From an optimization exercise on the open Yosys and OpenROAD flow, aimed at small area, a short achievable clock period and few clock cycles per item; shortcuts taken in it are not production practice.
No run shown here included a check of the RTL's function; only the layout flow was run.

==> flow/design.v (outline; a module is shown in full before it is edited, if it fits) <==
// module mul_fa: 10 lines
// module mul_ha: 9 lines
// module mul_benc: 12 lines
// module mul_bsel: 10 lines
// module mul_acc_nn: 1957 lines
module mul_acc_nn
#(
  parameter int WIDTH = 64,
  parameter int DIGIT = 4
) (
  input  logic               clk,
  input  logic               rst,
  input  logic               start,
  input  logic [WIDTH-1:0]   ina,
  input  logic [WIDTH-1:0]   inb,
  input  logic               acc_en,
  input  logic [2*WIDTH-1:0] acc_in,
  output logic [2*WIDTH-1:0] result,
  output logic               carry,
  output logic               busy,
  output logic               done,
  output logic               ready_n
);
  // ...
==> flow/flow/run.sh <==
#!/bin/bash
# The standard layout (standard.sh), with two changes to how it is made:
#  - timing repair aims at a setup slack of SETUP_SLACK_MARGIN ns against the 11 ns clock,
#    so the resizer works toward a shorter period than the clock's;
#  - the ports are buffered by sky130_fd_sc_hd__buf_1 instead of the default delay buffer.
# The clock, the SDC and every other setting are the standard ones.  The make output goes
# to flow.log here; each ORFS step writes its own log under orfs/logs/.
set -euo pipefail
bash standard.sh SETUP_SLACK_MARGIN=7.3 \
  BUFFER_PORTS_ARGS="-buffer_cell sky130_fd_sc_hd__buf_1" finish > flow.log 2>&1
==> flow/standard.sh <==
#!/bin/bash
# synth_recipe.tcl (not shown) runs the flow's synth.tcl, then flattens the netlist and writes it again
# the make line also repeats each setting of config.mk as NAME=value (left out here)
make -C /OpenROAD-flow-scripts/flow DESIGN_CONFIG=/design/flow/config.mk WORK_HOME=/design/flow/orfs CLKGATE_MAP_FILE= SYNTH_SCRIPT=/design/flow/synth_recipe.tcl "${@:-finish}"
==> flow/config.mk <==
export PLATFORM = sky130hd
export DESIGN_NAME = mul_acc_nn
export DESIGN_NICKNAME = mul_acc_nn
export VERILOG_FILES = /design/flow/design.v
export SDC_FILE = /design/flow/constraint.sdc
export NUM_CORES = 4
export LEC_CHECK = 0
export ABC_CLOCK_PERIOD_IN_PS = 3500
export CAP_MARGIN = 20
export CORE_MARGIN = 2
export CORE_UTILIZATION = 40
export PLACE_DENSITY = 0.6
export SLEW_MARGIN = 20
export SYNTH_HIERARCHICAL = 1
export SYNTH_MINIMUM_KEEP_SIZE = 0
==> flow/constraint.sdc <==
create_clock -name core_clock -period 11.0 [get_ports {clk}]
set_input_delay 2.2000 -clock core_clock [delete_from_list [all_inputs] [get_ports {clk}]]
set_output_delay 2.2000 -clock core_clock [all_outputs]
set_load 0.01 [all_outputs]
==> impl_metrics.toml, run 1 <==
[placed_design]
port_buffers = 391

[layout]
clkbuf_count = 66
biggestRegsByFlops = "s_q: 66 flops, c_q: 65 flops"
finish.net_count = 5260
final_cells = 5714
n_sequential_cell = 389
drive_gt1_share_pct = 30.6

[yosys]
ys_top_cells_by_area = "fa_1 (30%), a22oi_2 (15%), edfxtp_1 (13%), xnor2_1 (11%), dfxtp_1 (8.8%)"
synth_xor_xnor_area_share_pct = 12.1
synthSimpleGateAreaFrac_pct = 8.57
ys_types = 80

[worst_setup_path]
worstPathArrival_ps = 4410
r2r_end = "c_q[22]$_SDFF_PN0_"
cp_max_fo = 5
end_kind = "flop"
crit_path_top_delay_cell = "fa_1"
crit_type = "flop to flop"
cp_num_buf_inv = 3
cpMostUsedCell = "fa_2"

[hold_path]
whs_endpoint = "ready_n$_DFFE_PP1P_"

[global_route]
met3_usage_pct = 9.01

[clock_network]
cts_made_buffers = 50
cts_tree = "yes"

[drt]
route.detailed.drc = 0
wire_per_inst_um = 33.2
antenna_left = 0

[timing]
setup_violations = 0
max_slew_margin_pct = 33.4
fin_hold_ws_ps = 458

[run_status]
status = "timing/DRC/antenna clean"

[floorplanning]
die-area_um2 = 110000
die_y_um = 332
==> inputs of run 2 (changes only) <==
==> flow/flow/run.sh (replaced) <==
#!/bin/bash
# The standard layout (standard.sh), with three changes to how it is made:
#  - after synthesis, flow/downsize.tcl swaps the Booth select AOI cells to single drive;
#  - timing repair aims at a setup slack of SETUP_SLACK_MARGIN ns against the 11 ns clock,
#    so the resizer works toward a shorter period than the clock's;
#  - the ports are buffered by sky130_fd_sc_hd__buf_1 instead of the default delay buffer.
# The clock, the SDC and every other setting are the standard ones.  The make output goes
# to flow.log here; each ORFS step writes its own log under orfs/logs/.
set -euo pipefail
bash standard.sh SETUP_SLACK_MARGIN=7.3 \
  POST_SYNTH_TCL="$PWD/flow/downsize.tcl" \
  BUFFER_PORTS_ARGS="-buffer_cell sky130_fd_sc_hd__buf_1" finish > flow.log 2>&1
==> flow/flow/downsize.tcl (new file) <==
# Run after synthesis (POST_SYNTH_TCL): ABC maps the Booth select cell with a double-drive
# AOI; use the single-drive one.  Timing repair upsizes any instance that needs more.
set db [ord::get_db]
set from [$db findMaster sky130_fd_sc_hd__a22oi_2]
set to [$db findMaster sky130_fd_sc_hd__a22oi_1]
set n 0
foreach inst [[ord::get_db_block] getInsts] {
  if {[$inst getMaster] == $from} {
    $inst swapMaster $to
    incr n
  }
}
puts "downsize.tcl: $n a22oi_2 cells now a22oi_1"
--- a/flow/config.mk
+++ b/flow/config.mk
@@ -8,8 +8,8 @@
 export ABC_CLOCK_PERIOD_IN_PS = 3500
 export CAP_MARGIN = 20
 export CORE_MARGIN = 2
-export CORE_UTILIZATION = 40
-export PLACE_DENSITY = 0.6
+export CORE_UTILIZATION = 55
+export PLACE_DENSITY = 0.7
 export SLEW_MARGIN = 20
 export SYNTH_HIERARCHICAL = 1
 export SYNTH_MINIMUM_KEEP_SIZE = 0
==> impl_metrics.toml, run 2 <==
[floorplanning]
die-area_um2 = 75900
std_cell_rows = 99
die_y_um = 275
design.core.area_um2 = 73000
initial_utilization_pct = 55.5
die_width_um = 275
ios = 392

[worst_setup_path]
required_ps = 11510
cp_max_fo = 5
cpMostUsedCell = "fa_2"
crit_path_top_delay_cell = "fa_2"
crit_chain = "buf_12 > buf_12 > buf_16 > a22oi_2 > xnor2_2 > fa_2 > fa_2 > fa_2 > fa_1 > fa_2 > and2_1"
start_kind = "flop"
end_kind = "flop"
slowest_delay_ps = 610
worstPathArrival_ps = 4350
crit_type = "flop to flop"

[run_status]
status = "timing/DRC/antenna clean"

[timing]
hold_viol_final = 0
rsz0062_at_grt = "yes"
slew_violations = 0
fin_skew_ps = 43.9
period_minus_slack_ps = 3840
worstMarginPinSlew_ps = 991
max_slew_margin_pct = 33.6
max_freq_mhz = 260
fin_crit_sh_pct = 34.9
setup_tns_ps = 0
setup_violations = 0

[drt]
dr.pass1.iters = 13
antenna_left = 0
totalWireLength_mm = 182
wire_per_inst_um = 34.6
vias = 36800
first_iter_violations = 6041
vias_per_cell = 6.99
route.detailed.drc = 0

[clock_network]
root_buffer = "clkbuf_16"
cts_made_buffers = 48
cts_buffer_depth = 3
clk_pin_slew_worst_paths_ps = 60
cts_max_level = 2
cts.sinks = 389
cts_tree = "yes"
cts_hold_buf = 0
clk-insertion-delay-late_ps = 640

[hold_path]
hp-class = "flop to flop"

[layout]
final_cell_mix = "xnor2_1 (539), fa_1 (468), a22oi_1 (437), buf_1 (390), nand2_1 (264)"
drive_gt1_share_pct = 17.5
largest_register_ff_count = 66
stdcell_area_um2 = 50400
syn2layout_area_growth_pct = 24.3
nFillCells = 5434
final_common_cell = "xnor2_1"
finish.net_count = 5253
biggestRegsByFlops = "s_q: 66 flops, c_q: 65 flops"
top_register = "s_q"

[global_route]
grt_pass1_wl_mm = 250
grt_pass1_vias = 36700
grt_use_total_pct = 46.0
antenna_found_initial = 15
overflow = 0
grt_max_degree = 88

[yosys]
synth_area_um2 = 40500
yosys_warnings = 7
synth_cells = 3632
syn_area_per_cell_um2 = 11.2

[placed_design]
routabilityCongestion = 0.994
hpwl_mm = 107
port_buffers = 391
placed_area_um2 = 43100

[run]
max_cap_violations = 0
run 2: routing by layer:
metal	track usage, %	up-vias	wire, um
li1	-	14300	-
met1	56.1	18000	59400
met2	66.4	3485	76300
met3	19.1	1002	29800
met4	31.0	18	16700
met5	0.815	-	187
run 2: worst paths after layout:
path | from | endpoint | slack [ps] | cells after the start
worst max-delay path | bone_q[0]$_DFF_P_ | c_q[37]$_SDFF_PN0_ | 7160 | 11
worst max register to register | bone_q[0]$_DFF_P_ | c_q[37]$_SDFF_PN0_ | 7160 | 11
worst min-delay path | ready_n$_DFFE_PP1P_ | ready_n$_DFFE_PP1P_ | 480 | 2
worst min register to register | ready_n$_DFFE_PP1P_ | ready_n$_DFFE_PP1P_ | 480 | 2
max in group asynchronous | rst | ready_n$_DFFE_PP1P_ | 9280 | 2
min in group asynchronous | rst | cnt[0]$_DFFE_PP0P_ | 1440 | 2
run 2: critical path: cells and delay by family (launching register included):
family,cells,cell delay (ps)
buffers and inverters,3,430
and+or+nand+nor,1,160
xor gates and xnor gates,1,90
DFF,1,350
AOI/OAI and AO/OA,1,200
adders and majority gates,5,2450
run 2: timing repair:
item                       CTS  global route
buffers inserted           216            21
setup endpoints to repair  235           198
cloned                       7            16
pin swaps                   40           107
gates resized for setup    175           215
run 2: cell type report:
class                   instances  area, um2  area share, %
diodes                          8       20.0         0.0397
clock buffers                  66       1410           2.81
clock inverters                24        208          0.412
inverters                      63        241          0.479
multi-input cells            3075      31400           62.3
flip-flops and latches        389       9850           19.6
well taps                     959       1200           2.38
repair buffers                683       6070           12.0
run 2: metrics by stage:
step	setup slack, ps	utilization (%)	hold slack (ps)	instances
after CTS	7170	66.9	473	5221
after global placement	6370	59.1	444	4908
after floorplan	7180	-	465	3648
final	7160	69.0	478	5267
after detailed placement	6310	59.1	468	4908
after global routing	7140	69.0	520	5262

==> afterwards: timing with drivers on the ports <==
In the flow no input, the clock included, has a driving cell. The finished layouts below were timed again as built, in two steps.
Step 1 (the two cells are an assumption about what drives the block):
set clk [get_ports {clk}]
set_driving_cell -lib_cell sky130_fd_sc_hd__clkbuf_16 $clk
set_driving_cell -lib_cell sky130_fd_sc_hd__buf_2 [delete_from_list [all_inputs] $clk]
Step 2 moves the port delays by t, midway between the first and last clock arrival at a register: inputs arrive t later, outputs are due t later. That takes back most of the time a late clock gives input paths.
Three values: no drivers, after step 1, after step 2; two values: the first two.
run | t (ns) | setup WS [ns] | worst setup path at the end
run 1 | 0.740 | 7.185 / 7.185 / 6.762 | input to register
run 2 | 0.694 | 7.160 / 7.160 / 6.700 | input to register
After both steps setup and hold are still met in every run listed. For run 2, which loses most, drivers alone change the setup slack by 0.000 ns; drivers and shift together by -0.460 ns.
